Source: an optimization exercise on an open RTL-to-GDS flow (aim: small area, a short achievable clock period and few clock cycles). Production flows keep margins and buffers that such runs may drop.
The RTL was checked by simulation tests, not by an equivalence proof against the original design.
Power figures rest on the tool's default switching activity, not on a simulated workload.

==> design/flow/constraint.sdc <==
create_clock -name core_clock -period 12.0 [get_ports {clk}]
set_input_delay 2.4000 -clock core_clock [delete_from_list [all_inputs] [get_ports {clk}]]
set_output_delay 2.4000 -clock core_clock [all_outputs]
set_load 0.01 [all_outputs]
==> design/flow/design.v <==
package core_pkg;
  typedef logic [31:0] word_t;
  typedef logic [4:0]  reg_idx_t;
  typedef logic [3:0]  strb_t;
  localparam logic [6:0] opc_lui    = 7'b0110111;
  localparam logic [6:0] opc_auipc  = 7'b0010111;
  localparam logic [6:0] opc_jal    = 7'b1101111;
  localparam logic [6:0] opc_jalr   = 7'b1100111;
  localparam logic [6:0] opc_branch = 7'b1100011;
  localparam logic [6:0] opc_load   = 7'b0000011;
  localparam logic [6:0] opc_store  = 7'b0100011;
  localparam logic [6:0] opc_imm    = 7'b0010011;
  localparam logic [6:0] opc_reg    = 7'b0110011;
endpackage
`timescale 1ns/1ps
module rv_decoder (
  input  core_pkg::word_t     instr,
  output logic                is_lui,
  output logic                is_auipc,
  output logic                is_jal,
  output logic                is_jalr,
  output logic                is_branch,
  output logic                is_load,
  output logic                is_store,
  output logic                is_op,
  output logic                is_opimm,
  output logic                uses_rs1,
  output logic                uses_rs2,
  output logic                writes_rd,
  output logic                valid,
  output core_pkg::word_t     imm_i,
  output core_pkg::word_t     imm_s,
  output core_pkg::word_t     imm_u,
  output core_pkg::word_t     imm_pc
);
  logic [6:0] opcode;
  logic [2:0] funct3;
  logic [6:0] funct7;
  assign opcode = instr[6:0];
  assign funct3 = instr[14:12];
  assign funct7 = instr[31:25];
  assign is_lui    = (opcode == core_pkg::opc_lui);
  assign is_auipc  = (opcode == core_pkg::opc_auipc);
  assign is_jal    = (opcode == core_pkg::opc_jal);
  assign is_jalr   = (opcode == core_pkg::opc_jalr);
  assign is_branch = (opcode == core_pkg::opc_branch);
  assign is_load   = (opcode == core_pkg::opc_load);
  assign is_store  = (opcode == core_pkg::opc_store);
  assign is_op     = (opcode == core_pkg::opc_reg);
  assign is_opimm  = (opcode == core_pkg::opc_imm);
  assign uses_rs1  = is_op || is_opimm || is_load || is_store || is_branch || is_jalr;
  assign uses_rs2  = is_op || is_store || is_branch;
  assign writes_rd = is_op || is_opimm || is_load || is_lui || is_auipc || is_jal || is_jalr;
  always_comb begin
    case (opcode)
      core_pkg::opc_lui, core_pkg::opc_auipc, core_pkg::opc_jal: valid = 1'b1;
      core_pkg::opc_jalr:   valid = (funct3 == 3'b000);
      core_pkg::opc_load:   valid = (funct3 != 3'b011) && (funct3[2:1] != 2'b11);
      core_pkg::opc_store:  valid = !funct3[2] && (funct3[1:0] != 2'b11);
      core_pkg::opc_branch: valid = (funct3[2:1] != 2'b01);
      core_pkg::opc_imm: begin
        if (funct3 == 3'b001) begin
          valid = (funct7 == 7'b0000000);
        end else if (funct3 == 3'b101) begin
          valid = (funct7 == 7'b0000000) || (funct7 == 7'b0100000);
        end else begin
          valid = 1'b1;
        end
      end
      core_pkg::opc_reg: begin
        valid = (funct7 == 7'b0000000) ||
                ((funct7 == 7'b0100000) && ((funct3 == 3'b000) || (funct3 == 3'b101)));
      end
      default: valid = 1'b0;
    endcase
  end
  assign imm_i = {{21{instr[31]}}, instr[30:20]};
  assign imm_s = {{21{instr[31]}}, instr[30:25], instr[11:7]};
  assign imm_u = {instr[31:12], 12'd0};
  always_comb begin
    if (instr[3]) begin
      imm_pc = {{12{instr[31]}}, instr[19:12], instr[20], instr[30:21], 1'b0};
    end else if (instr[6]) begin
      imm_pc = {{20{instr[31]}}, instr[7], instr[30:25], instr[11:8], 1'b0};
    end else begin
      imm_pc = imm_u;
    end
  end
endmodule
`timescale 1ns/1ps
module int_reg_file (
  input  logic               clk,
  input  logic               rstn,
  input  core_pkg::reg_idx_t rs1_idx,
  input  core_pkg::reg_idx_t rs2_idx,
  input  core_pkg::reg_idx_t rd_idx,
  input  logic               rd_we,
  input  core_pkg::word_t    rd_data,
  output core_pkg::word_t    rs1_data,
  output core_pkg::word_t    rs2_data
);
  core_pkg::word_t regs [1:31];
  core_pkg::word_t wdata;
  assign wdata = rstn ? rd_data : '0;
  always_comb begin
    rs1_data = '0;
    rs2_data = '0;
    for (int i = 1; i < 32; i++) begin
      if (rs1_idx == 5'(i)) rs1_data = rs1_data | regs[i];
      if (rs2_idx == 5'(i)) rs2_data = rs2_data | regs[i];
    end
  end
  always_ff @(posedge clk) begin
    for (int i = 1; i < 32; i++) begin
      if (!rstn || (rd_we && rd_idx == 5'(i))) begin
        regs[i] <= wdata;
      end
    end
  end
endmodule
`timescale 1ns/1ps
module alu (
  input  core_pkg::word_t   a,
  input  core_pkg::word_t   b,
  input  logic [2:0]        funct3,
  input  logic              sub,
  input  logic              arith,
  output core_pkg::word_t   sum,
  output core_pkg::word_t   result,
  output logic              eq,
  output logic              lt,
  output logic              ltu
);
  logic [32:0] diff;
  core_pkg::word_t shin, shout, rev_out;
  logic [4:0] shamt;
  assign diff = {1'b0, a} + {1'b0, sub ? ~b : b} + {32'd0, sub};
  assign sum  = diff[31:0];
  assign eq   = (a == b);
  assign ltu  = !diff[32];
  assign lt   = (a[31] ^ b[31]) ? a[31] : diff[31];
  assign shamt = b[4:0];
  always_comb begin
    for (int i = 0; i < 32; i++) shin[i] = funct3[2] ? a[i] : a[31 - i];
  end
  assign shout = $unsigned($signed({arith & a[31], shin}) >>> shamt);
  always_comb begin
    for (int i = 0; i < 32; i++) rev_out[i] = shout[31 - i];
  end
  always_comb begin
    case (funct3)
      3'b000:  result = sum;
      3'b001:  result = rev_out;
      3'b010:  result = {31'd0, lt};
      3'b011:  result = {31'd0, ltu};
      3'b100:  result = a ^ b;
      3'b101:  result = shout;
      3'b110:  result = a | b;
      default: result = a & b;
    endcase
  end
endmodule
`timescale 1ns/1ps
module lsu (
  input  logic [2:0]          st_funct3,
  input  logic [2:0]          ld_funct3,
  input  core_pkg::word_t     rdata,
  output core_pkg::strb_t     strb,
  output core_pkg::word_t     load_data
);
  always_comb begin
    case (st_funct3[1:0])
      2'b00:   strb = 4'b0001;
      2'b01:   strb = 4'b0011;
      default: strb = 4'b1111;
    endcase
  end
  logic sign_bit;
  always_comb begin
    case (ld_funct3[1:0])
      2'b00:   sign_bit = !ld_funct3[2] && rdata[7];
      2'b01:   sign_bit = !ld_funct3[2] && rdata[15];
      default: sign_bit = 1'b0;
    endcase
    case (ld_funct3[1:0])
      2'b00:   load_data = {{24{sign_bit}}, rdata[7:0]};
      2'b01:   load_data = {{16{sign_bit}}, rdata[15:0]};
      default: load_data = rdata;
    endcase
  end
endmodule
`timescale 1ns/1ps
module core_control (
  input  logic               clk,
  input  logic               rstn,
  input  logic               valid,
  input  logic               uses_rs1,
  input  logic               uses_rs2,
  input  core_pkg::reg_idx_t rs1,
  input  core_pkg::reg_idx_t rs2,
  input  logic               e_valid,
  input  logic               e_mem,
  input  logic               e_ldw,
  input  logic               e_wr,
  input  core_pkg::reg_idx_t e_rd,
  input  logic [2:0]         e_funct3,
  input  logic               redirect,
  input  logic               mem_done,
  output logic               hold,
  output logic               advance,
  output logic               issue,
  output logic               ld_wb,
  output core_pkg::reg_idx_t ld_rd,
  output logic [2:0]         ld_funct3,
  output logic               illegal
);
  logic pend, pend_load;
  logic dep1, dep2, dep;
  assign dep1 = (rs1 != 5'd0) && ((pend_load && rs1 == ld_rd) || (e_valid && e_ldw && rs1 == e_rd));
  assign dep2 = (rs2 != 5'd0) && ((pend_load && rs2 == ld_rd) || (e_valid && e_ldw && rs2 == e_rd));
  assign dep  = (uses_rs1 && dep1) || (uses_rs2 && dep2);
  assign hold = e_valid && ((e_mem && pend && !mem_done) ||
                            (e_wr && pend_load && (mem_done || e_rd == ld_rd)));
  assign advance = !illegal && valid && !redirect && !hold && !dep;
  assign issue   = e_valid && e_mem && !hold;
  assign ld_wb   = pend_load && mem_done;
  always_ff @(posedge clk) begin
    if (!rstn) begin
      pend      <= 1'b0;
      pend_load <= 1'b0;
      illegal   <= 1'b0;
    end else begin
      if (issue) begin
        pend      <= 1'b1;
        pend_load <= e_ldw;
      end else if (mem_done) begin
        pend      <= 1'b0;
        pend_load <= 1'b0;
      end
      if (!valid && !redirect && !hold) illegal <= 1'b1;
    end
  end
  always_ff @(posedge clk) begin
    if (issue) begin
      ld_rd     <= e_rd;
      ld_funct3 <= e_funct3;
    end
  end
endmodule
`timescale 1ns/1ps
module core_top (
  input  logic            clk,
  input  logic            rstn,
  input  core_pkg::word_t instr,
  output core_pkg::word_t pc,
  output core_pkg::word_t data_addr,
  output core_pkg::word_t wdata,
  output core_pkg::strb_t data_we,
  output logic            load,
  input  core_pkg::word_t rdata,
  input  logic            mem_done,
  output logic            illegal
);
  logic is_lui, is_auipc, is_jal, is_jalr, is_branch, is_load, is_store, is_op, is_opimm;
  logic uses_rs1, uses_rs2, writes_rd, valid;
  core_pkg::word_t imm_i, imm_s, imm_u, imm_pc;
  core_pkg::reg_idx_t rs1, rs2, rd;
  logic [2:0] funct3;
  core_pkg::word_t rf_rs1, rf_rs2, rs1_val, rs2_val, pc_plus4, pc_imm;
  core_pkg::word_t a_d, b_d, c_d;
  logic fwd1, fwd2, predict;
  logic e_valid, e_load, e_store, e_branch, e_jalr, e_wr, e_ldw, e_sub, e_arith, e_pred;
  core_pkg::reg_idx_t e_rd;
  logic [2:0] e_funct3;
  core_pkg::word_t a, b, c;
  core_pkg::word_t sum, alu_res, e_result, load_data;
  logic eq, lt, ltu, cond, taken, redirect;
  logic hold, advance, issue, ld_wb, wr_en;
  core_pkg::reg_idx_t ld_rd, wr_idx;
  logic [2:0] ld_funct3;
  core_pkg::word_t wr_data;
  core_pkg::strb_t strb;
  assign rs1    = instr[19:15];
  assign rs2    = instr[24:20];
  assign rd     = instr[11:7];
  assign funct3 = instr[14:12];
  rv_decoder u_decoder (
    .instr(instr), .is_lui(is_lui), .is_auipc(is_auipc), .is_jal(is_jal),
    .is_jalr(is_jalr), .is_branch(is_branch), .is_load(is_load), .is_store(is_store),
    .is_op(is_op), .is_opimm(is_opimm), .uses_rs1(uses_rs1), .uses_rs2(uses_rs2),
    .writes_rd(writes_rd), .valid(valid), .imm_i(imm_i), .imm_s(imm_s), .imm_u(imm_u),
    .imm_pc(imm_pc)
  );
  int_reg_file u_regs (
    .clk(clk), .rstn(rstn), .rs1_idx(rs1), .rs2_idx(rs2), .rd_idx(wr_idx), .rd_we(wr_en),
    .rd_data(wr_data), .rs1_data(rf_rs1), .rs2_data(rf_rs2)
  );
  assign fwd1    = e_valid && e_wr && (e_rd == rs1);
  assign fwd2    = e_valid && e_wr && (e_rd == rs2);
  assign rs1_val = fwd1 ? e_result : rf_rs1;
  assign rs2_val = fwd2 ? e_result : rf_rs2;
  assign pc_plus4 = pc + 32'd4;
  assign pc_imm   = pc + imm_pc;
  assign a_d = uses_rs1 ? rs1_val : '0;
  always_comb begin
    if (is_op || is_branch) begin
      b_d = rs2_val;
    end else if (is_store) begin
      b_d = imm_s;
    end else if (is_lui) begin
      b_d = imm_u;
    end else if (is_auipc) begin
      b_d = pc_imm;
    end else if (is_jal) begin
      b_d = pc_plus4;
    end else begin
      b_d = imm_i;
    end
  end
  assign predict = is_branch && instr[31];
  always_comb begin
    if (is_store) begin
      c_d = rs2_val;
    end else if (is_branch && !instr[31]) begin
      c_d = pc_imm;
    end else begin
      c_d = pc_plus4;
    end
  end
  always_ff @(posedge clk) begin
    if (!rstn) begin
      e_valid <= 1'b0;
    end else if (!hold) begin
      e_valid <= advance;
    end
  end
  always_ff @(posedge clk) begin
    if (!hold) begin
      e_load   <= is_load;
      e_store  <= is_store;
      e_branch <= is_branch;
      e_jalr   <= is_jalr;
      e_pred   <= instr[31];
      e_wr     <= writes_rd && !is_load && (rd != 5'd0);
      e_ldw    <= is_load && (rd != 5'd0);
      e_rd     <= rd;
      e_funct3 <= (is_lui || is_auipc || is_jal) ? 3'b000 : funct3;
      e_sub    <= is_branch || ((is_op || is_opimm) && funct3[2:1] == 2'b01) ||
                  (is_op && funct3 == 3'b000 && instr[30]);
      e_arith  <= instr[30];
      a        <= a_d;
      b        <= b_d;
      c        <= c_d;
    end
  end
  always_ff @(posedge clk) begin
    if (!rstn) begin
      pc <= '0;
    end else if (redirect) begin
      pc <= e_branch ? c : {sum[31:1], 1'b0};
    end else if (advance) begin
      pc <= (is_jal || predict) ? pc_imm : pc_plus4;
    end
  end
  alu u_alu (
    .a(a), .b(b), .funct3(e_funct3), .sub(e_sub), .arith(e_arith),
    .sum(sum), .result(alu_res), .eq(eq), .lt(lt), .ltu(ltu)
  );
  assign cond     = e_funct3[2] ? (e_funct3[1] ? ltu : lt) : eq;
  assign taken    = cond ^ e_funct3[0];
  assign redirect = e_valid && !hold && (e_jalr || (e_branch && (taken ^ e_pred)));
  assign e_result = e_jalr ? c : alu_res;
  core_control u_control (
    .clk(clk), .rstn(rstn), .valid(valid), .uses_rs1(uses_rs1), .uses_rs2(uses_rs2),
    .rs1(rs1), .rs2(rs2), .e_valid(e_valid), .e_mem(e_load || e_store), .e_ldw(e_ldw),
    .e_wr(e_wr), .e_rd(e_rd), .e_funct3(e_funct3), .redirect(redirect),
    .mem_done(mem_done), .hold(hold), .advance(advance), .issue(issue), .ld_wb(ld_wb),
    .ld_rd(ld_rd), .ld_funct3(ld_funct3), .illegal(illegal)
  );
  lsu u_lsu (
    .st_funct3(e_funct3), .ld_funct3(ld_funct3), .rdata(rdata), .strb(strb),
    .load_data(load_data)
  );
  assign wr_en   = ld_wb || (e_valid && e_wr && !hold);
  assign wr_idx  = ld_wb ? ld_rd : e_rd;
  assign wr_data = ld_wb ? load_data : e_result;
  assign data_addr = sum;
  assign wdata     = c;
  assign load      = issue && e_load;
  assign data_we   = (issue && e_store) ? strb : 4'd0;
endmodule
==> design/flow/config.mk <==
export PLATFORM = sky130hd
export DESIGN_NAME = core_top
export DESIGN_NICKNAME = core_top
export VERILOG_FILES = /design/flow/design.v
export SDC_FILE = /design/flow/constraint.sdc
export NUM_CORES = 4
export LEC_CHECK = 0
export CAP_MARGIN = 20
export CORE_MARGIN = 2
export CORE_UTILIZATION = 40
export PLACE_DENSITY = 0.6
export SETUP_SLACK_MARGIN = 5
export SLEW_MARGIN = 20
==> design/flow/run.sh <==
#!/bin/bash
# synth_recipe.tcl (not shown) runs the flow's synth.tcl, then flattens the netlist and writes it again
# the make line also repeats each setting of config.mk as NAME=value (left out here)
make -C /OpenROAD-flow-scripts/flow DESIGN_CONFIG=/design/flow/config.mk WORK_HOME=/design/flow/orfs CLKGATE_MAP_FILE= SYNTH_SCRIPT=/design/flow/synth_recipe.tcl finish
==> notes.md, run 1 <==
- Status: finished clean
- Number of global-route vias before repair: 51470
- Worst min path class: register to register
- Port Buffers: 168
- CP Launch Type: register
- Min Tclk post-route: 7.025 ns
- Post-Syn Area: 60590 sq um
- Post-route ant nets: 0
- CP Capture Type: output pin
- Post-synth top flop: edfxtp_1
- Leak: 24.80 nW
- Post-synth EDFFs: 1113
- Headroom to the max-slew limit: 0.1035
- Pre-CTS setup slack: 4.440 ns
- Core area: 150100 sq um
- Fin worst setup slack: 4.975 ns
- H-tree depth: 3
- Clock-pin slew on the worst setup and hold paths: 0.06 ns
- WL per Instance: 42.80 um
- CTS tree: built
- Io pins: 169
- Clock Skews: 0.04643 ns
- Placer Congestion: 1.048
- Largest family of logic cells by synthesized area: compound AO/OA/AOI/OAI gates
- Clk sink count: 1149
- Synth Instances: 5158
- Nets@finish: 5453
- Global route overflow: 0
- Pre-antenna DRT Iters: 17
- Largest net degree at the start of global routing: 60
- Most common cell after layout, fill and taps aside: edfxtp_1
- Worst Setup EP: data_addr[16]
- Fmax: 0.1423 GHz
- Commonest cells after routing, fill and taps aside: edfxtp_1, a22oi_1, nand2_1
- Clk root buf: clkbuf_16
- Clock latency (worst-skew pair): 0.76 ns
- Share of cells above drive strength 1: 0.1277
- Final core occ: 0.4665
- Gr usage total: 0.3966
- Sw Share: 0.2770
- First-pass GRT wire length: 423000 um
- Synth Net Count: 5353
- Die width: 393.2 um
- Worst EP arrival: 4.63 ns
- Max clock buf depth: 3
- Final Hold Fails: 0
- Flop pwr share: 0.498
- Share of flip-flops with an asynchronous set or reset: 0
- Switching power: 2.754 mW
- Peak VDD IR: 0.1354 mV
- Multi-input logic area: 25700 sq um
- Endpoints failing setup: 0
- RSZ-0062 raised after global routing: true
- Crit Reg-Reg Startpoint: b[0]$_DFFE_PN_
- Initial cell density of the core: 0.4036
- Reg-to-Reg End: u_regs.regs[18][15]$_DFFE_PP_
- DP Wirelength: 189500 um
- PwrDens: 141.9 nW/um^2
- Multiplexer share of the synthesized area: 0.03447
- Row count: 142
- Critical path class: register to output pin
- Crit share post-route: 0.5854
- Register area: 34140 sq um
- Post-synthesis cell type count: 89
- Mapped Avg Cell Area: 11.75 sq um
- Register area share after synthesis: 0.5635
- Slew @ Worst Pin: 1.311 ns
- P&R area growth vs syn: 15.61%
- Critical Path RT: 9.60 ns
- Routed Wire Length: 315700 um
- Initial antenna violation count: 13
- #FFs+latches synth: 1149
- Worst R2R Setup Slack: 6.76 ns
- Total CTS buffers: 115
- Vias/cell: 7.600
- Worst setup path start: e_sub$_DFFE_PN_
- Synth Area in Simple Gates: 0.1005
- Comb pwr share: 0.122
- MaxCap Viol Count: 0
- P_int: 7.187 mW
- Slew Limit Fails: 0
- Synth Area in XOR/XNOR: 0.01995
- Area of the die: 154600 sq um
- DRC viols: 0
- R2R cell count: 11
- Synth Warn #: 7
- Clock share of power: 0.379
- Synth Area in Adders: 0.02668
- Complex-gate fraction of the synthesized area: 0.2221
- Critical Path Fanout Max: 32
- 1st-iter DRT viols: 12950
- Chip Height: 393.2 um
- Detailed-route via count: 56070
- Filler Cell Count: 13530
- Fin Setup TNS: 0 ns
## metal layers
metal | routed length, um | track usage
met1 | 101700 | 0.4732
met2 | 128500 | 0.5728
met3 | 53560 | 0.1609
met4 | 31690 | 0.2945
met5 | 341 | 0.01021
## cell families (layout without fill, tap and decap cells)
| family | count (synthesis) | after routing |
|---|---|---|
| buf+inv | 512 | 710 |
| compound gates | 1821 | 1821 |
| mux | 131 | 131 |
| flops | 1149 | 1149 |
| simple gates | 1279 | 1279 |
| xor+xnor | 138 | 138 |
| fa+ha+maj | 128 | 128 |
| other cells | 0 | 5 |
## critical path: stages (launching register included)
cell and delay (ns):
edfxtp_1 0.41, buf_8 0.23, mux2_4 0.34, fa_1 0.46, a211oi_2 0.35, o21bai_2 0.16, o22ai_4 0.26, o31ai_2 0.19
xor2_1 0.73, clkdlybuf4s50_1 0.70
## cell usage after synthesis (all sizes together), types with 47 or more instances
cell type,count,area share
a22oi,486,0.060
a221oi,235,0.034
clkbuf,327,0.020
buf,73,0.0056
inv,110,0.0068
mux4,58,0.022
nand4,142,0.015
xnor2,62,0.0090
edfxtp,1113,0.55
a21oi,217,0.018
nand3,105,0.0087
a21o,51,0.0063
xor2,76,0.011
nor3,113,0.0093
nor2,300,0.019
a22o,215,0.031
a222oi,64,0.011
a211oi,68,0.0084
ha,126,0.026
mux2i,47,0.0078
nand2,408,0.025
o21ai,226,0.019
## timing repair
item                                   CTS  global route
pin swaps                                3             2
endpoints found under the hold margin    0             0
setup endpoints to repair               24            14
hold buffers                             0             0
buffers inserted                         4             5
gates resized for setup                 22             9
## through the flow
stage	hold slack (ns)	cell area [sq um]	total power, mW	std cells
final	0.5377	70040	9.941	7377
after detailed placement	0.5198	65810	6.133	7148
after floorplan	0.4244	60600	5.479	5158
after global placement	0.5182	65790	6.132	7147
after CTS	0.5283	69870	9.822	7367
after global routing	0.5701	70030	10.10	7372
## layout make-up
type	instances	share of cell area
clock inverter	82	0.01354
clock buffer	133	0.04278
sequential	1149	0.4875
antenna	5	0.0001786
inverter	112	0.006002
tap	2016	0.03601
multi-input combinational	3497	0.3669
timing repair buffer	383	0.04712
## flip-flops by register name, indices dropped and copies added (netlist names)
signal and count:
b 32, u_control.pend 1, u_control.ld_rd 5, e_jalr 1
e_ldw 1, e_pred 1, pc 32, e_wr 1
e_valid 1, e_load 1, e_funct3 3, u_regs.regs 992
a 32, e_arith 1, e_rd 5, u_control.illegal 1
e_sub 1, c 32, u_control.pend_load 1, e_branch 1
u_control.ld_funct3 3, e_store 1
## power by group through the flow
stage / Combinational, mW / Sequential, mW / Clock (mW)
5_1_grt: 1.22 / 4.96 / 3.92
4_1_cts: 1.13 / 4.93 / 3.76
3_3_place_gp: 1.12 / 5.01 / 0
6_report: 1.22 / 4.95 / 3.77
2_1_floorplan: 0.540 / 4.94 / 0
3_5_place_dp: 1.12 / 5.01 / 0
## worst min path at each step
stage	to	depth (start not counted)	start	slack, ns
3_5_place_dp	u_control.pend$_SDFFE_PN0P_	2	u_control.pend$_SDFFE_PN0P_	0.52
6_report	u_control.pend$_SDFFE_PN0P_	2	u_control.pend$_SDFFE_PN0P_	0.54
5_1_grt	u_control.pend$_SDFFE_PN0P_	2	u_control.pend$_SDFFE_PN0P_	0.57
2_1_floorplan	u_control.ld_rd[0]$_DFFE_PP_	0	e_rd[0]$_DFFE_PN_	0.42
4_1_cts	u_control.pend$_SDFFE_PN0P_	2	u_control.pend$_SDFFE_PN0P_	0.53
3_3_place_gp	u_control.pend$_SDFFE_PN0P_	2	u_control.pend$_SDFFE_PN0P_	0.52
Testbench counts, summed over its fixed seeds: cycles 37,361.
==> inputs of run 2 (changes only) <==
--- a/design/flow/design.v
+++ b/design/flow/design.v
@@ -206,6 +206,7 @@
   input  logic [2:0]         e_funct3,
   input  logic               redirect,
   input  logic               mem_done,
+  output logic               pend,
   output logic               hold,
   output logic               advance,
   output logic               issue,
@@ -214,7 +215,7 @@
   output logic [2:0]         ld_funct3,
   output logic               illegal
 );
-  logic pend, pend_load;
+  logic pend_load;
   logic dep1, dep2, dep;
   assign dep1 = (rs1 != 5'd0) && ((pend_load && rs1 == ld_rd) || (e_valid && e_ldw && rs1 == e_rd));
   assign dep2 = (rs2 != 5'd0) && ((pend_load && rs2 == ld_rd) || (e_valid && e_ldw && rs2 == e_rd));
@@ -275,7 +276,7 @@
   core_pkg::word_t a, b, c;
   core_pkg::word_t sum, alu_res, e_result, load_data;
   logic eq, lt, ltu, cond, taken, redirect;
-  logic hold, advance, issue, ld_wb, wr_en;
+  logic hold, advance, issue, ld_wb, wr_en, pend, mem_free;
   core_pkg::reg_idx_t ld_rd, wr_idx;
   logic [2:0] ld_funct3;
   core_pkg::word_t wr_data;
@@ -374,7 +375,7 @@
     .clk(clk), .rstn(rstn), .valid(valid), .uses_rs1(uses_rs1), .uses_rs2(uses_rs2),
     .rs1(rs1), .rs2(rs2), .e_valid(e_valid), .e_mem(e_load || e_store), .e_ldw(e_ldw),
     .e_wr(e_wr), .e_rd(e_rd), .e_funct3(e_funct3), .redirect(redirect),
-    .mem_done(mem_done), .hold(hold), .advance(advance), .issue(issue), .ld_wb(ld_wb),
+    .mem_done(mem_done), .pend(pend), .hold(hold), .advance(advance), .issue(issue), .ld_wb(ld_wb),
     .ld_rd(ld_rd), .ld_funct3(ld_funct3), .illegal(illegal)
   );
   lsu u_lsu (
@@ -386,6 +387,7 @@
   assign wr_data = ld_wb ? load_data : e_result;
   assign data_addr = sum;
   assign wdata     = c;
-  assign load      = issue && e_load;
-  assign data_we   = (issue && e_store) ? strb : 4'd0;
+  assign mem_free  = !pend || mem_done;
+  assign load      = e_valid && e_load && mem_free;
+  assign data_we   = strb & {4{e_valid && e_store && mem_free}};
 endmodule
==> design/flow/flow/run.sh (new file) <==
#!/bin/bash
set -euo pipefail
bash standard.sh SETUP_SLACK_MARGIN=7 TNS_END_PERCENT=10 finish > standard_flow.log 2>&1
==> design/flow/standard.sh (new file) <==
#!/bin/bash
# synth_recipe.tcl (not shown) runs the flow's synth.tcl, then flattens the netlist and writes it again
# the make line also repeats each setting of config.mk as NAME=value (left out here)
make -C /OpenROAD-flow-scripts/flow DESIGN_CONFIG=/design/flow/config.mk WORK_HOME=/design/flow/orfs CLKGATE_MAP_FILE= SYNTH_SCRIPT=/design/flow/synth_recipe.tcl "${@:-finish}"
--- a/design/flow/config.mk
+++ b/design/flow/config.mk
@@ -9,5 +9,4 @@
 export CORE_MARGIN = 2
 export CORE_UTILIZATION = 40
 export PLACE_DENSITY = 0.6
-export SETUP_SLACK_MARGIN = 5
 export SLEW_MARGIN = 20
removed: design/flow/run.sh
==> notes.md, run 2 <==
- Mapped Avg Cell Area: 11.91 sq um (+1.4%)
- Most common cell in the netlist: edfxtp_1
- Min Tclk post-route: 6.176 ns (-0.8487 ns)
- Critical path class: register to output pin
- Clock latency (worst-skew pair): 0.80 ns (+0.04 ns)
- Endpoints failing setup: 0 (unchanged)
- Pre-antenna DRT Iters: 17 (unchanged)
- Share of flip-flops with an asynchronous set or reset: 0 (unchanged)
- Failing layout criteria: capacitance limit, slew limit
- Post-route ant nets: 0 (unchanged)
- Core area: 149600 sq um (-0.36%)
- Register area share after synthesis: 0.5672 (+0.003690)
- MaxCap Viol Count: 1 (+1)
- 1st-iter DRT viols: 13300 (+2.7%)
- Synth area leaders: edfxtp_1, a22oi_1, a221oi_1
- Routed Wire Length: 323600 um (+2.5%)
- Sw Share: 0.2809 (+0.003913)
- Critical Path Fanout Max: 7 (-78%)
- Final core occ: 0.4827 (+0.01616)
- Post-synthesis cell type count: 88 (-1.1%)
- Fin Setup TNS: 0 ns (unchanged)
- Leak: 25.39 nW (+2.4%)
- Comb pwr share: 0.128 (+0.006)
- Io pins: 169 (unchanged)
- Synth Area in Simple Gates: 0.09345 (-0.007054)
- Commonest cells in the netlist: edfxtp_1, a22oi_1, clkbuf_1, nand2_1, nor2_1
- Synth Area in Adders: 0.02686 (+0.0001747)
- PwrDens: 138.2 nW/um^2 (-2.6%)
- Clock share of power: 0.375 (-0.004)
- Largest family of logic cells by synthesized area: compound AO/OA/AOI/OAI gates
- Max clock buf depth: 3 (unchanged)
- Worst EP arrival: 3.78 ns (-0.85 ns)
- Detailed-route via count: 56880 (+1.4%)
- First-pass GRT wire length: 430500 um (+1.8%)
- Max reg flops: 992 (unchanged)
- P&R area growth vs syn: 19.97%
- P_int: 7.176 mW (-0.15%)
- Critical Path RT: 9.60 ns (about the same)
- CTS tree: built
- Multiplexer share of the synthesized area: 0.03754 (+0.003073)
- CP Capture Type: output pin
- Share of cells above drive strength 1: 0.1867 (+0.05903)
- Non-Filler Instances: 7432 (+0.75%)
- Post-synth EDFFs: 1113 (unchanged)
- H-tree depth: 3 (unchanged)
- Synth Area in XOR/XNOR: 0.01993 (about the same)
- Clk root buf: clkbuf_16
- Placer Congestion: 1.069 (+2.0%)
- Clk sink count: 1149 (unchanged)
- Most common cell after layout, fill and taps aside: edfxtp_1
- RSZ-0062 raised after global routing: true
- Port Buffers: 168 (unchanged)
- Dpl cells: 7036 (-1.6%)
- Register name with the most flops: u_regs.regs
- Nets@finish: 5496 (+0.79%)
- WL per Instance: 43.54 um (+1.7%)
- Area of the die: 153600 sq um (-0.64%)
- Slew Limit Fails: 5 (+5)
- DP Wirelength: 188900 um (-0.30%)
- Chip Height: 391.9 um (-0.32%)
- Headroom to the max-slew limit: -0.3142 (-0.4177)
- Complex-gate fraction of the synthesized area: 0.2220 (about the same)
- DRC viols: 0 (unchanged)
- Global route overflow: 0 (unchanged)
- Vias/cell: 7.653 (+0.69%)
- Peak VDD IR: 0.1500 mV (+11%)
- #FFs+latches synth: 1149 (unchanged)
- Final Hold Fails: 0 (unchanged)
- Initial antenna violation count: 16 (+3)
- Synth Warn #: 7 (unchanged)
- Worst min path class: register to register
- Largest net degree at the start of global routing: 84 (+40%)
- Total CTS buffers: 114 (-0.87%)
- Crit share post-route: 0.5147 (-0.07072)
- CTS Hold Bufs: 0 (unchanged)
- Row count: 142 (unchanged)
- Slew @ Worst Pin: 1.951 ns (+0.6398 ns)
- Clock-pin slew on the worst setup and hold paths: 0.06 ns (about the same)
- Number of global-route vias before repair: 52160 (+1.3%)
- Gr usage total: 0.4062 (+0.009589)
- Filler Cell Count: 13240 (-2.1%)
- Commonest cells after routing, fill and taps aside: edfxtp_1, a22oi_1, buf_4
- CP Launch Type: register
- Largest area contributor in the netlist: edfxtp_1
- Post-synth top flop: edfxtp_1
- Post-synth top area share: 0.5552 (+0.003612)
- Die width: 391.9 um (-0.32%)
- Fmax: 0.1619 GHz (+14%)
- Initial cell density of the core: 0.4024 (-0.001197)
- Clock Skews: 0.07821 ns (+0.03178 ns)
- Post-Syn Area: 60190 sq um (-0.65%)
- Synth Net Count: 5251 (-1.9%)
- Flop pwr share: 0.497 (about the same)
- Synth Instances: 5056 (-2.0%)
- Switching power: 2.804 mW (+1.8%)
- Status: finished with violations
-- run 2: per-layer routing --
metal  wire length [um]  global-route usage  part of all wire
met5                285            0.003828           0.00088
met1             105800              0.4819              0.33
met4              32510              0.2968              0.10
met3              55000              0.1885              0.17
met2             129900              0.5746              0.40
-- run 2: path summary, 6_finish.rpt --
kind                          startpoint                       endpoint  slack, ns  cells after the start
max reg2reg              e_sub$_DFFE_PN_  u_regs.regs[29][31]$_DFFE_PP_       6.04                     34
min reg2reg  u_control.pend$_SDFFE_PN0P_    u_control.pend$_SDFFE_PN0P_       0.53                      2
min          u_control.pend$_SDFFE_PN0P_    u_control.pend$_SDFFE_PN0P_       0.53                      2
max                      e_sub$_DFFE_PN_                  data_addr[24]       5.82                     14
-- run 2: power groups by stage --
stage | Clock (mW) | Sequential (mW) | Combinational, mW
finish | 3.74 | 4.96 | 1.28
global route | 3.87 | 4.96 | 1.28
CTS | 3.73 | 4.94 | 1.16
detailed placement | 0 | 5.02 | 1.08
global placement | 0 | 5.02 | 1.08
floorplan | 0 | 4.92 | 0.527
-- run 2: area by class of cell --
class | instances | area [sq um] | area share
Antenna cell | 18 | 45.04 | 0.0006238
Clock buffer | 130 | 2913 | 0.04034
Clock inverter | 83 | 930.9 | 0.01289
Inverter | 124 | 473.0 | 0.006549
Multi-Input combinational cell | 3395 | 26610 | 0.3685
Sequential cell | 1149 | 34140 | 0.4728
Tap cell | 2016 | 2522 | 0.03493
Timing Repair Buffer | 517 | 4573 | 0.06333
-- run 2: worst max-delay path, cell delays in order (launching register included) --
cell and delay (ns):
edfxtp_1 0.38, buf_6 0.17, buf_16 0.17, xor2_1 0.17, ha_1 0.36, a21oi_1 0.29
o21ai_2 0.15, a211oi_4 0.25, a21oi_4 0.09, buf_12 0.16, a21boi_4 0.21, buf_4 0.16
buf_4 0.14, xnor2_4 0.14, buf_2 0.18
-- run 2: timing repair --
item,in CTS,in global routing
pin swaps,91,45
gates resized for setup,400,86
setup buffers,126,30
cloned,4,4
endpoints found under the setup margin,418,493
-- run 2: per-stage QoR --
| stage | cell area, sq um | power, mW | worst slack, ns | hold slack [ns] |
|---|---|---|---|---|
| 2_1_floorplan | 60450 | 5.448 | 6.584 | 0.4244 |
| 3_3_place_gp | 65460 | 6.100 | 5.066 | 0.4843 |
| 3_5_place_dp | 65500 | 6.097 | 5.059 | 0.5026 |
| 4_1_cts | 71450 | 9.817 | 5.878 | 0.5129 |
| 5_1_grt | 72170 | 10.12 | 5.754 | 0.5399 |
| 6_report | 72210 | 9.980 | 5.824 | 0.5309 |
-- run 2: cell families (layout without fill, tap and decap cells) --
family	Yosys count	count (layout)
xor+xnor	137	137
flops	1149	1149
mux	149	149
simple gates	1166	1167
compound gates	1811	1814
fa+ha+maj	128	128
other cells	0	18
buf+inv	516	854
Testbench counts of run 2, summed over its fixed seeds: cycles 37,361.
==> inputs of run 3 (changes only) <==
--- a/design/flow/design.v
+++ b/design/flow/design.v
@@ -274,7 +274,7 @@
   core_pkg::reg_idx_t e_rd;
   logic [2:0] e_funct3;
   core_pkg::word_t a, b, c;
-  core_pkg::word_t sum, alu_res, e_result, load_data;
+  core_pkg::word_t sum, addr, alu_res, e_result, load_data;
   logic eq, lt, ltu, cond, taken, redirect;
   logic hold, advance, issue, ld_wb, wr_en, pend, mem_free;
   core_pkg::reg_idx_t ld_rd, wr_idx;
@@ -358,7 +358,7 @@
     if (!rstn) begin
       pc <= '0;
     end else if (redirect) begin
-      pc <= e_branch ? c : {sum[31:1], 1'b0};
+      pc <= e_branch ? c : {addr[31:1], 1'b0};
     end else if (advance) begin
       pc <= (is_jal || predict) ? pc_imm : pc_plus4;
     end
@@ -367,6 +367,7 @@
     .a(a), .b(b), .funct3(e_funct3), .sub(e_sub), .arith(e_arith),
     .sum(sum), .result(alu_res), .eq(eq), .lt(lt), .ltu(ltu)
   );
+  assign addr = a + b;
   assign cond     = e_funct3[2] ? (e_funct3[1] ? ltu : lt) : eq;
   assign taken    = cond ^ e_funct3[0];
   assign redirect = e_valid && !hold && (e_jalr || (e_branch && (taken ^ e_pred)));
@@ -385,7 +386,7 @@
   assign wr_en   = ld_wb || (e_valid && e_wr && !hold);
   assign wr_idx  = ld_wb ? ld_rd : e_rd;
   assign wr_data = ld_wb ? load_data : e_result;
-  assign data_addr = sum;
+  assign data_addr = addr;
   assign wdata     = c;
   assign mem_free  = !pend || mem_done;
   assign load      = e_valid && e_load && mem_free;
==> design/flow/flow/run.sh (replaced) <==
#!/bin/bash
# Standard layout (the standard.sh: standard synthesis, floorplan, placement, CTS,
# routing), with these changes to how it is made; the SDC (clock period, I/O delays,
# output load) is the design's, unchanged:
#  - port buffers are buf_4 instead of the default, slower, buffer choice.
set -euo pipefail
bash standard.sh SETUP_SLACK_MARGIN=9 TNS_END_PERCENT=0 \
  "BUFFER_PORTS_ARGS=-buffer_cell sky130_fd_sc_hd__buf_4" finish > standard_flow.log 2>&1
--- a/design/flow/config.mk
+++ b/design/flow/config.mk
@@ -5,6 +5,7 @@
 export SDC_FILE = /design/flow/constraint.sdc
 export NUM_CORES = 4
 export LEC_CHECK = 0
+export ABC_AREA = 1
 export CAP_MARGIN = 20
 export CORE_MARGIN = 2
 export CORE_UTILIZATION = 40
==> notes.md, run 3 <==
- Register name with the most flops: u_regs.regs
- Post-synth top area share: 0.5254 (-0.02987)
- Commonest cells in the netlist: nand2_1, edfxtp_1, inv_1, o21ai_0, nand3_1
- Die width: 402.8 um (+2.8%)
- GR Layer Usage met2: 0.6473 (+0.07269)
- P_int: 7.290 mW (+1.6%)
- Share of cells above drive strength 1: 0.1454 (-0.04138)
- Global route overflow: 0 (unchanged)
- Nets@finish: 7462 (+36%)
- Synth Warn #: 7 (unchanged)
- Slew Limit Fails: 0 (-5)
- Number of global-route vias before repair: 58710 (+13%)
- Most common cell after layout, fill and taps aside: nand2_1
- Core area: 158200 sq um (+5.7%)
- Worst EP arrival: 6.64 ns (+2.86 ns)
- Crit share post-route: 0.4993 (-0.01540)
- Endpoints failing setup: 0 (unchanged)
- Routed Wire Length: 384800 um (+19%)
- Comb pwr share: 0.144 (+0.016)
- First-pass GRT wire length: 504800 um (+17%)
- Post-synth EDFFs: 1113 (unchanged)
- Min Tclk post-route: 5.992 ns (-0.1848 ns)
- DRC viols: 0 (unchanged)
- Gr usage total: 0.4578 (+0.05162)
- Slew @ Worst Pin: 1.356 ns (-0.5943 ns)
- Commonest cells after routing, fill and taps aside: nand2_1, edfxtp_1, inv_1
- Io pins: 169 (unchanged)
- Fin Setup TNS: 0 ns (unchanged)
- WHS: 0.5281 ns (-0.002860 ns)
- Placer Congestion: 1.057 (-1.0%)
- DP Wirelength: 242800 um (+28%)
- CTS tree: built
- Detailed-route via count: 65330 (+15%)
- Post-synth top flop: edfxtp_1
- Vias/cell: 6.888 (-10%)
- PwrDens: 137.8 nW/um^2 (-0.32%)
- Share of flip-flops with an asynchronous set or reset: 0 (unchanged)
- Worst min path class: register to register
- Leak: 29.90 nW (+18%)
- Grt met3 use: 0.2055 (+0.01700)
- Post-Syn Area: 63620 sq um (+5.7%)
- Max reg flops: 992 (unchanged)
- Flop pwr share: 0.475 (-0.022)
- Clk root buf: clkbuf_16
- Most common cell in the netlist: nand2_1
- Register area share after synthesis: 0.5367 (-0.03051)
- Switching power: 3.049 mW (+8.8%)
- Critical path class: input port to register
- Critical Path Fanout Max: 14 (+7)
- Initial cell density of the core: 0.4021 (about the same)
- Met1 usage: 0.5320 (+0.05006)
- Synth Net Count: 7108 (+35%)
- Critical Path RT: 12.64 ns (+3.04 ns)
- Critical-path cell list: buf_4 -> nor2_1 -> nand2_1 -> nor2_2 -> buf_4 -> clkinv_1 -> o22ai_1 -> a221oi_1 -> nand4_1 -> nand3_1 -> nand2_1
- Clock latency (worst-skew pair): 0.82 ns (+0.02 ns)
- Pre-antenna DRT Iters: 11 (-6)
- Mapped Avg Cell Area: 9.204 sq um (-23%)
- Row count: 146 (+2.8%)
- P&R area growth vs syn: 17.98%
- WL per Instance: 40.57 um (-6.8%)
- Fmax: 0.1669 GHz (+3.1%)
- Clock-pin slew on the worst setup and hold paths: 0.06 ns (about the same)
- H-tree depth: 3 (unchanged)
- Peak VDD IR: 0.1424 mV (-5.1%)
- Sw Share: 0.2949 (+0.01399)
- Clock Skews: 0.1008 ns (+0.02263 ns)
- Max clock buf depth: 3 (unchanged)
- Headroom to the max-slew limit: 0.09014 (+0.4044)
- GR peak layer: met2
- Chip Height: 402.8 um (+2.8%)
- Synth area leaders: edfxtp_1, nand2_1, inv_1
- CTS Hold Bufs: 0 (unchanged)
- Post-synthesis cell type count: 69 (-22%)
- RSZ-0062 raised after global routing: true
- #FFs+latches synth: 1149 (unchanged)
- Worst R2R Setup Slack: 6.20 ns (+0.16 ns)
- Synth Instances: 6912 (+37%)
- CP Capture Type: register
- Largest area contributor in the netlist: edfxtp_1
- Total CTS buffers: 119 (+4.4%)
- Port Buffers: 168 (unchanged)
- Largest net degree at the start of global routing: 74 (-12%)
- Clk sink count: 1149 (unchanged)
- Initial antenna violation count: 44 (+28)
- Status: finished clean
- Clock share of power: 0.382 (+0.007)
- CP max stage cell: clkinv_1
- Post-route ant nets: 0 (unchanged)
- Area of the die: 162200 sq um (+5.6%)
- MaxCap Viol Count: 0 (-1)
- CP Launch Type: input port
- 1st-iter DRT viols: 13910 (+4.6%)
- Final Hold Fails: 0 (unchanged)
- Max incr delay on CP: 1.21 ns (+0.83 ns)
run 3: critical path, delay by kind of cell:
family          cells  cell delay (ns)
simple gates        6             1.72
compound gates      2             0.67
buf+inv             3             1.80
run 3: cells by family after synthesis:
family                   share of synthesized area
buffers and inverters                      0.07458
AO/OA/AOI/OAI                               0.1648
multiplexers                              0.002852
AND/OR/NAND/NOR                             0.1783
adder cells (fa/ha/maj)                    0.02573
XOR/XNOR                                   0.01707
flip-flops                                  0.5367
run 3: final timing paths:
kind | from | endpoint | cells past startpoint
setup / recovery | instr[21] | b[18]$_DFFE_PN_ | 11
hold / removal | u_control.illegal$_SDFFE_PN0P_ | u_control.illegal$_SDFFE_PN0P_ | 2
setup reg to reg | e_funct3[2]$_SDFFCE_PP0N_ | u_regs.regs[25][15]$_DFFE_PP_ | 14
hold reg to reg | u_control.illegal$_SDFFE_PN0P_ | u_control.illegal$_SDFFE_PN0P_ | 2
run 3: layout make-up:
cell class	instances	area (sq um)
clock inverter	84	957.2
inverter	896	3438
timing repair inverter	4	30.03
sequential	1149	34140
multi-input combinational	4535	26070
fill	15040	83140
timing repair buffer	561	4623
clock buffer	139	3084
tap	2072	2592
antenna	45	112.6
run 3: routing by layer:
| layer | vias up | wire [um] |
|---|---|---|
| li1 | 25460 | - |
| met3 | 2055 | 61980 |
| met2 | 6844 | 155600 |
| met4 | 45 | 40340 |
| met5 | - | 805 |
| met1 | 30930 | 126100 |
run 3: repair_timing:
action / in CTS / in global routing
cloned: 7 / 3
pin swaps: 29 / 43
endpoints found under the setup margin: 2335 / 2343
buffers inserted: 102 / 68
resized for setup: 143 / 82
run 3: through the flow:
step / utilization / total power, mW / worst slack [ns] / std cells / cell area, sq um
after floorplan: - / 5.513 / 6.535 / 6912 / 63660
after global placement: 0.4316 / 6.229 / 5.464 / 9033 / 68290
after detailed placement: 0.4317 / 6.231 / 5.381 / 9033 / 68290
after CTS: 0.4675 / 10.14 / 6.303 / 9365 / 73960
after global routing: 0.4738 / 10.46 / 6.225 / 9442 / 74950
final: 0.4744 / 10.34 / 6.008 / 9485 / 75050
run 3: power by group through the flow:
| stage | Combinational (mW) | Sequential, mW | Clock (mW) |
|---|---|---|---|
| after floorplan | 0.591 | 4.92 | 0 |
| after global placement | 1.24 | 4.99 | 0 |
| after detailed placement | 1.24 | 4.99 | 0 |
| after CTS | 1.33 | 4.90 | 3.90 |
| after global routing | 1.48 | 4.92 | 4.06 |
| final | 1.49 | 4.91 | 3.94 |
Testbench counts of run 3, summed over its fixed seeds: cycles 37,361.
==> inputs of run 4 (changes only) <==
--- a/design/flow/flow/run.sh
+++ b/design/flow/flow/run.sh
@@ -4,5 +4,5 @@
 # output load) is the design's, unchanged:
 #  - port buffers are buf_4 instead of the default, slower, buffer choice.
 set -euo pipefail
-bash standard.sh SETUP_SLACK_MARGIN=9 TNS_END_PERCENT=0 \
+bash standard.sh SETUP_SLACK_MARGIN=9 TNS_END_PERCENT=0 SKIP_GATE_CLONING=1 \
   "BUFFER_PORTS_ARGS=-buffer_cell sky130_fd_sc_hd__buf_4" finish > standard_flow.log 2>&1
--- a/design/flow/config.mk
+++ b/design/flow/config.mk
@@ -9,5 +9,7 @@
 export CAP_MARGIN = 20
 export CORE_MARGIN = 2
 export CORE_UTILIZATION = 40
+export CTS_CLUSTER_DIAMETER = 100
+export CTS_CLUSTER_SIZE = 20
 export PLACE_DENSITY = 0.6
 export SLEW_MARGIN = 20
==> notes.md, run 4 <==
- Status: finished clean
- CP Launch Type: input port
- Fmax: 0.1672 GHz (+0.17%)
- #FFs+latches synth: 1149 (unchanged)
- Most common cell in the netlist: nand2_1
- Worst min path class: register to register
- DRC viols: 0 (unchanged)
- Synth Warn #: 7 (unchanged)
- Slew @ Worst Pin: 1.280 ns (-0.07593 ns)
- Filler Cell Count: 15240 (+1.3%)
- Chip Height: 402.8 um (unchanged)
- Placer Congestion: 1.057 (unchanged)
- Sw Share: 0.3091 (+0.01423)
- Nets@finish: 7364 (-1.3%)
- Worst EP arrival: 6.51 ns (-0.13 ns)
- Clock Skews: 0.06490 ns (-0.03594 ns)
- CTS tree: built
- Clock-pin slew on the worst setup and hold paths: 0.10 ns (+0.04 ns)
- 1st-iter DRT viols: 13970 (+0.42%)
- Commonest cells in the netlist: nand2_1, edfxtp_1, inv_1, o21ai_0, nand3_1
- Clock share of power: 0.288 (-0.094)
- Crit Reg-Reg Startpoint: b[0]$_DFFE_PN_
- Largest area contributor in the netlist: edfxtp_1
- Fin Setup TNS: 0 ns (unchanged)
- Initial cell density of the core: 0.4021 (unchanged)
- Max incr delay on CP: 0.60 ns (-0.61 ns)
- Slew Limit Fails: 0 (unchanged)
- Post-route ant nets: 0 (unchanged)
- Leak: 28.59 nW (-4.4%)
- Reg-to-Reg End: u_regs.regs[25][30]$_DFFE_PP_
- First-pass GRT wire length: 501300 um (-0.69%)
- HP Start: u_control.pend$_SDFFE_PN0P_
- Initial antenna violation count: 45 (+2.3%)
- Port Buffers: 168 (unchanged)
- P&R area growth vs syn: 13.69%
- Clk sink count: 1149 (unchanged)
- Mapped Avg Cell Area: 9.204 sq um (unchanged)
- Die width: 402.8 um (unchanged)
- Pre-CTS setup slack: 5.381 ns (unchanged)
- Fin worst setup slack: 6.018 ns (+0.01003 ns)
- CP Capture Type: register
- Detailed-route via count: 64880 (-0.70%)
- Switching power: 2.759 mW (-9.5%)
- Gr usage total: 0.4551 (-0.002733)
- H-tree depth: 3 (unchanged)
- Core area: 158200 sq um (unchanged)
- Register area: 34140 sq um (unchanged)
- Final core occ: 0.4572 (-0.01723)
- CP max stage cell: nand4_1
- Clk root buf: clkbuf_16
- RSZ-0062 raised after global routing: true
- Headroom to the max-slew limit: 0.1411 (+0.05093)
- Global route overflow: 0 (unchanged)
- Commonest cells after routing, fill and taps aside: nand2_1, edfxtp_1, inv_1
- Critical Path RT: 12.53 ns (-0.11 ns)
- Total CTS buffers: 70 (-41%)
- Tot Pwr: 8.925 mW (-14%)
- Synth Instances: 6912 (unchanged)
- MaxCap Viol Count: 0 (unchanged)
- DP Wirelength: 242800 um (unchanged)
- PwrDens: 123.4 nW/um^2 (-10%)
- Comb pwr share: 0.163 (+0.019)
- WL per Instance: 41.08 um (+1.3%)
- Area of the die: 162200 sq um (unchanged)
- Post-Syn Area: 63620 sq um (unchanged)
- Crit-path leading delay family: buffers and inverters
- Row count: 146 (unchanged)
- Final Hold Fails: 0 (unchanged)
- Register name with the most flops: u_regs.regs
- Multi-input logic area: 25880 sq um (-0.73%)
- Max clock buf depth: 3 (unchanged)
- Pre-antenna DRT Iters: 11 (unchanged)
- Post-synth top flop: edfxtp_1
- Post-synth EDFFs: 1113 (unchanged)
- Number of global-route vias before repair: 57930 (-1.3%)
- Min Tclk post-route: 5.982 ns (-0.01003 ns)
- Critical path class: input port to register
- Clock latency (worst-skew pair): 0.76 ns (-0.06 ns)
- WP buf/inv: 6 (+3)
- Crit share post-route: 0.4985 (-0.0008358)
- Post-synth top area share: 0.5254 (unchanged)
- Most common cell after layout, fill and taps aside: nand2_1
- Max reg flops: 992 (unchanged)
- Peak VDD IR: 0.1272 mV (-11%)
- Synth area leaders: edfxtp_1, nand2_1, inv_1
- CTS Hold Bufs: 0 (unchanged)
- Endpoints failing setup: 0 (unchanged)
- Flop pwr share: 0.549 (+0.074)
- Share of cells above drive strength 1: 0.1233 (-0.02201)
- Routed Wire Length: 382400 um (-0.61%)
- Critical-path cell list: buf_4 -> inv_1 -> buf_4 -> nor2_2 -> inv_1 -> buf_4 -> o21ai_0 -> a221oi_1 -> o2111ai_1 -> nor4_1 -> nand4_1 -> nand3_1 -> inv_1
- Register area share after synthesis: 0.5367 (unchanged)
- P_int: 6.166 mW (-15%)
- Worst R2R Setup Slack: 6.28 ns (+0.08 ns)
- Critical Path Fanout Max: 22 (+8)
- Io pins: 169 (unchanged)
- Hold path depth: 2 (unchanged)
- Post-synthesis cell type count: 69 (unchanged)
- Largest net degree at the start of global routing: 74 (unchanged)
- R2R cell count: 21 (+7)
- Share of flip-flops with an asynchronous set or reset: 0 (unchanged)
- Synth Net Count: 7108 (unchanged)
- Vias/cell: 6.969 (+1.2%)
- Hold endpoint: u_control.pend$_SDFFE_PN0P_
-- run 4: cell count changes in the layout (fill, tap and decap cells not counted), moves of 6 or more --
cell,delta
clkinvlp_4,-14
clkinv_2,-32
clkbuf_16,-50
diode_2,+9
inv_1,+6
clkinv_1,-14
clkbuf_1,-16
buf_4,-40
bufinv_16,-16
-- run 4: cells by family (layout without fill, tap and decap cells) --
kind of cell | count (synthesis) | count (layout) | synth area share
fa+ha+maj | 129 | 129 | 0.02573
compound gates | 1630 | 1630 | 0.1648
mux | 18 | 18 | 0.002852
simple gates | 2634 | 2634 | 0.1783
other cells | 0 | 54 | 0
xor+xnor | 124 | 124 | 0.01707
flops | 1149 | 1149 | 0.5367
buf+inv | 1228 | 1499 | 0.07458
-- run 4: how the worst max path moves through the flow --
| stage | startpoint | endpoint | slack, ns | cells past startpoint |
|---|---|---|---|---|
| after floorplan | mem_done | data_we[3] | 6.54 | 7 |
| after global placement | instr[24] | b[15]$_DFFE_PN_ | 5.46 | 13 |
| after detailed placement | instr[24] | b[15]$_DFFE_PN_ | 5.38 | 13 |
| after CTS | b[3]$_DFFE_PN_ | data_addr[19] | 6.31 | 18 |
| after global routing | instr[24] | b[15]$_DFFE_PN_ | 6.21 | 13 |
| final | instr[19] | a[23]$_SDFFCE_PN0N_ | 6.02 | 13 |
-- run 4: metal layers --
layer | global-route usage | wire length [um]
met1 | 0.5265 | 126200
met2 | 0.6443 | 153100
met3 | 0.2017 | 60790
met4 | 0.3756 | 41370
met5 | 0.02974 | 1044
-- run 4: repair_timing --
item,in CTS,in global routing
setup buffers,98,34
pin swaps,27,29
endpoints found under the setup margin,2335,2341
resized for setup,129,43
-- run 4: worst register-to-register path, stage by stage, from the launching register on --
cell and delay (ns):
edfxtp_1 0.43, buf_12 0.17, inv_1 0.05, buf_4 0.39, nand2_2 0.12, nand2_4 0.09, inv_1 0.05, fa_1 0.43
inv_1 0.08, nand3_1 0.07, nand2_1 0.13, a21oi_1 0.13, o211ai_1 0.36, nand4_1 0.23, nand2_1 0.11, nand2_1 0.05
nand3_1 0.12, nand4_1 0.29, nand2_1 0.23, nand2_1 0.15, o21ai_0 0.85, inv_1 0.73
-- run 4: metrics by stage --
step	hold slack (ns)	cells	instance area, sq um
after floorplan	0.4385	6912	63660
after global placement	0.5023	9033	68290
after detailed placement	0.5073	9033	68290
after CTS	0.5284	9218	71720
after global routing	0.5555	9265	72220
final	0.5397	9309	72330
-- run 4: layout make-up --
type / count / share of cell area
sequential: 1149 / 0.4721
clock buffer: 73 / 0.02467
multi-input combinational: 4535 / 0.3579
tap: 2072 / 0.03584
inverter: 896 / 0.04740
clock inverter: 14 / 0.003062
timing repair buffer: 516 / 0.05724
antenna: 54 / 0.001868
-- run 4: power by group through the flow --
stage	Sequential [mW]	Combinational [mW]	Clock, mW
after floorplan	4.92	0.591	0
after global placement	4.99	1.24	0
after detailed placement	4.99	1.24	0
after CTS	4.89	1.32	2.53
after global routing	4.92	1.45	2.66
final	4.90	1.45	2.57
==> inputs of run 5 (changes only) <==
--- a/design/flow/design.v
+++ b/design/flow/design.v
@@ -106,14 +106,14 @@
     rs1_data = '0;
     rs2_data = '0;
     for (int i = 1; i < 32; i++) begin
-      if (rs1_idx == 5'(i)) rs1_data = rs1_data | regs[i];
-      if (rs2_idx == 5'(i)) rs2_data = rs2_data | regs[i];
+      if (rs1_idx == 5'(i)) rs1_data = rs1_data | ~regs[i];
+      if (rs2_idx == 5'(i)) rs2_data = rs2_data | ~regs[i];
     end
   end
   always_ff @(posedge clk) begin
     for (int i = 1; i < 32; i++) begin
       if (!rstn || (rd_we && rd_idx == 5'(i))) begin
-        regs[i] <= wdata;
+        regs[i] <= ~wdata;
       end
     end
   end
==> notes.md, run 5 <==
- Headroom to the max-slew limit: 0.1685 (+0.02741)
- Leak: 24.84 nW (-13%)
- PwrDens: 123.8 nW/um^2 (+0.36%)
- Final core occ: 0.4537 (-0.003538)
- Endpoints failing setup: 0 (unchanged)
- Max clock buf depth: 3 (unchanged)
- Worst min path class: register to register
- Largest net degree at the start of global routing: 86 (+16%)
- Tot Pwr: 8.644 mW (-3.1%)
- Register name with the most flops: u_regs.regs
- Post-synth top area share: 0.5397 (+0.01429)
- Clock-pin slew on the worst setup and hold paths: 0.09 ns (about the same)
- DRC viols: 0 (unchanged)
- Nets@finish: 6800 (-7.7%)
- Non-Filler Instances: 8679 (-6.8%)
- Crit share post-route: 0.5068 (+0.008321)
- Worst EP arrival: 6.67 ns (+0.16 ns)
- Initial cell density of the core: 0.4025 (about the same)
- Synth Instances: 6435 (-6.9%)
- Critical Path RT: 12.59 ns (+0.06 ns)
- Commonest cells in the netlist: edfxtp_1, nand2_1, o22ai_1, inv_1, nor2_1
- 1st-iter DRT viols: 11170 (-20%)
- Area of the die: 158000 sq um (-2.6%)
- Pre-antenna DRT Iters: 13 (+2)
- Post-synth top flop: edfxtp_1
- Flop pwr share: 0.562 (+0.013)
- Largest area contributor in the netlist: edfxtp_1
- Io pins: 169 (unchanged)
- Gr usage total: 0.4211 (-0.03397)
- Share of flip-flops with an asynchronous set or reset: 0 (unchanged)
- Register area share after synthesis: 0.5513 (+0.01459)
- Most common cell in the netlist: edfxtp_1
- Clk sink count: 1149 (unchanged)
- Clock share of power: 0.292 (+0.004)
- Placer Congestion: 1.043 (-1.4%)
- Port Buffers: 168 (unchanged)
- First-pass GRT wire length: 458200 um (-8.6%)
- Comb pwr share: 0.146 (-0.017)
- Routed Wire Length: 344700 um (-9.9%)
- CP Launch Type: input port
- Initial antenna violation count: 21 (-53%)
- Mapped Avg Cell Area: 9.624 sq um (+4.6%)
- Final Hold Fails: 0 (unchanged)
- DP Wirelength: 221300 um (-8.8%)
- Detailed-route via count: 60890 (-6.1%)
- Slew Limit Fails: 0 (unchanged)
- Global route overflow: 0 (unchanged)
- Post-Syn Area: 61930 sq um (-2.6%)
- Slew @ Worst Pin: 1.246 ns (-0.03457 ns)
- Switching power: 2.566 mW (-7.0%)
- CP Capture Type: register
- H-tree depth: 3 (unchanged)
- #FFs+latches synth: 1149 (unchanged)
- WHS: 0.5037 ns (-0.03596 ns)
- CTS tree: built
- Critical path class: input port to register
- Min Tclk post-route: 6.081 ns (+0.09985 ns)
- Synth Net Count: 6631 (-6.7%)
- RSZ-0062 raised after global routing: true
- Post-route ant nets: 0 (unchanged)
- Max reg flops: 992 (unchanged)
- Clock Skews: 0.04760 ns (-0.01730 ns)
- WL per Instance: 39.72 um (-3.3%)
- Most common cell after layout, fill and taps aside: edfxtp_1
- Share of cells above drive strength 1: 0.1384 (+0.01508)
- Sw Share: 0.2969 (-0.01228)
- Die width: 397.5 um (-1.3%)
- Clock latency (worst-skew pair): 0.74 ns (-0.02 ns)
- Dpl cells: 8464 (-6.3%)
- MaxCap Viol Count: 0 (unchanged)
- Row count: 144 (-1.4%)
- Chip Height: 397.5 um (-1.3%)
- Synth Warn #: 7 (unchanged)
- P&R area growth vs syn: 12.71%
- Vias/cell: 7.016 (+0.67%)
- Peak VDD IR: 0.1044 mV (-18%)
- Post-synthesis cell type count: 70 (+1.4%)
- Synth area leaders: edfxtp_1, o22ai_1, nand2_1
- Fin Setup TNS: 0 ns (unchanged)
- Critical Path Fanout Max: 20 (-9.1%)
- Fmax: 0.1644 GHz (-1.6%)
- Total CTS buffers: 70 (unchanged)
- Commonest cells after routing, fill and taps aside: edfxtp_1, nand2_1, o22ai_1
- Number of global-route vias before repair: 55640 (-4.0%)
- Post-synth EDFFs: 1113 (unchanged)
- Clk root buf: clkbuf_16
- Core area: 153900 sq um (-2.7%)
- P_int: 6.078 mW (-1.4%)
- Status: finished clean
-- run 5: cell count changes in the layout (fill, tap and decap cells not counted), sizes merged, moves of 89 or more --
cell    delta
a221oi   -182
inv      -323
nand2    -529
nor2     +110
nor4     +106
o22ai    +437
or2       +89
-- run 5: cell families after synthesis --
kind of cell | share of synthesized area
simple gates | 0.1715
fa+ha+maj | 0.02643
flops | 0.5513
buf+inv | 0.05907
compound gates | 0.1728
mux | 0.002586
xor+xnor | 0.01626
-- run 5: repair_timing --
item	CTS	global route
pin swaps	16	16
hold buffers	0	0
gates resized for setup	123	48
setup buffers	93	16
setup endpoints to repair	2346	2347
endpoints found under the hold margin	0	0
-- run 5: through the flow --
step	instance area [sq um]	setup WS, ns
after floorplan	62060	6.537
after global placement	66070	5.067
after detailed placement	66070	5.005
after CTS	69310	6.283
after global routing	69760	6.200
final	69800	5.919
-- run 5: final cells by class --
| type | instances | area [sq um] |
|---|---|---|
| Antenna cell | 18 | 45.04 |
| Clock buffer | 72 | 1780 |
| Clock inverter | 13 | 168.9 |
| Fill cell | 14730 | 84060 |
| Inverter | 568 | 2182 |
| Multi-Input combinational cell | 4360 | 25280 |
| Sequential cell | 1149 | 34140 |
| Tap cell | 2044 | 2557 |
| Timing Repair Buffer | 455 | 3645 |
-- run 5: final timing paths --
check	startpoint	slack [ns]	to	cells past startpoint
worst max register to register	b[3]$_DFFE_PN_	6.36	u_regs.regs[16][24]$_DFFE_PP_	17
worst max-delay path	instr[16]	5.92	a[15]$_SDFFCE_PN0N_	12
worst min register to register	u_control.pend$_SDFFE_PN0P_	0.50	u_control.pend$_SDFFE_PN0P_	2
worst min-delay path	u_control.pend$_SDFFE_PN0P_	0.50	u_control.pend$_SDFFE_PN0P_	2
-- run 5: power groups by stage --
stage	Combinational (mW)	Clock, mW	Sequential [mW]
after floorplan	0.530	0	4.87
after global placement	1.10	0	4.94
after detailed placement	1.10	0	4.94
after CTS	1.16	2.50	4.84
after global routing	1.27	2.63	4.87
final	1.26	2.53	4.85
-- run 5: critical path, cell delays in order --
cell       delay, ns
buf_4           0.15
nor2_1          0.32
nand3_1         0.24
nor2_1          0.58
clkinv_1        1.04
buf_4           0.65
or2_2           0.34
o2111ai_1       0.13
nor4_1          0.11
nand3_1         0.44
o211ai_1        0.16
inv_1           0.08
-- run 5: metal layers --
metal | vias to the layer above | GRT usage | wire [um]
li1 | 24000 | - | -
met1 | 29110 | 0.4988 | 115900
met2 | 5987 | 0.6130 | 142200
met3 | 1766 | 0.1635 | 52050
met4 | 26 | 0.3214 | 34100
met5 | - | 0.01937 | 560
Testbench counts of run 5, summed over its fixed seeds: cycles 37,361.

static timing again, ports no longer ideal:
How much do the figures lean on ideal ports? The routed layouts below were timed once more, with nothing changed but the port constraints. Step 1 sets driving cells, clkbuf_16 on the clock port and buf_2 on the other inputs (assumed; they add their load-dependent delay and slew). Step 2 also shifts input and output timing later by t, the mid clock arrival at the registers, as if the neighbouring blocks saw the same clock. Slacks: no drivers / after step 1 / after step 2; pairs: no drivers / after step 1.
| run | shift t [ns] | setup WS [ns] | clock arrival spread, ns |
|---|---|---|---|
| run 1 | 0.817 | 4.975 / 4.895 / 4.276 | 0.047 / 0.046 |
| run 2 | 0.844 | 5.824 / 5.738 / 5.328 | 0.079 / 0.078 |
| run 3 | 0.852 | 6.008 / 6.036 / 5.184 | 0.102 / 0.102 |
| run 4 | 0.807 | 6.018 / 6.076 / 5.268 | 0.065 / 0.065 |
| run 5 | 0.796 | 5.919 / 5.867 / 5.071 | 0.054 / 0.054 |
The setup slack of run 5, which loses most, moves by -0.052 ns with the drivers and by -0.848 ns with both steps.
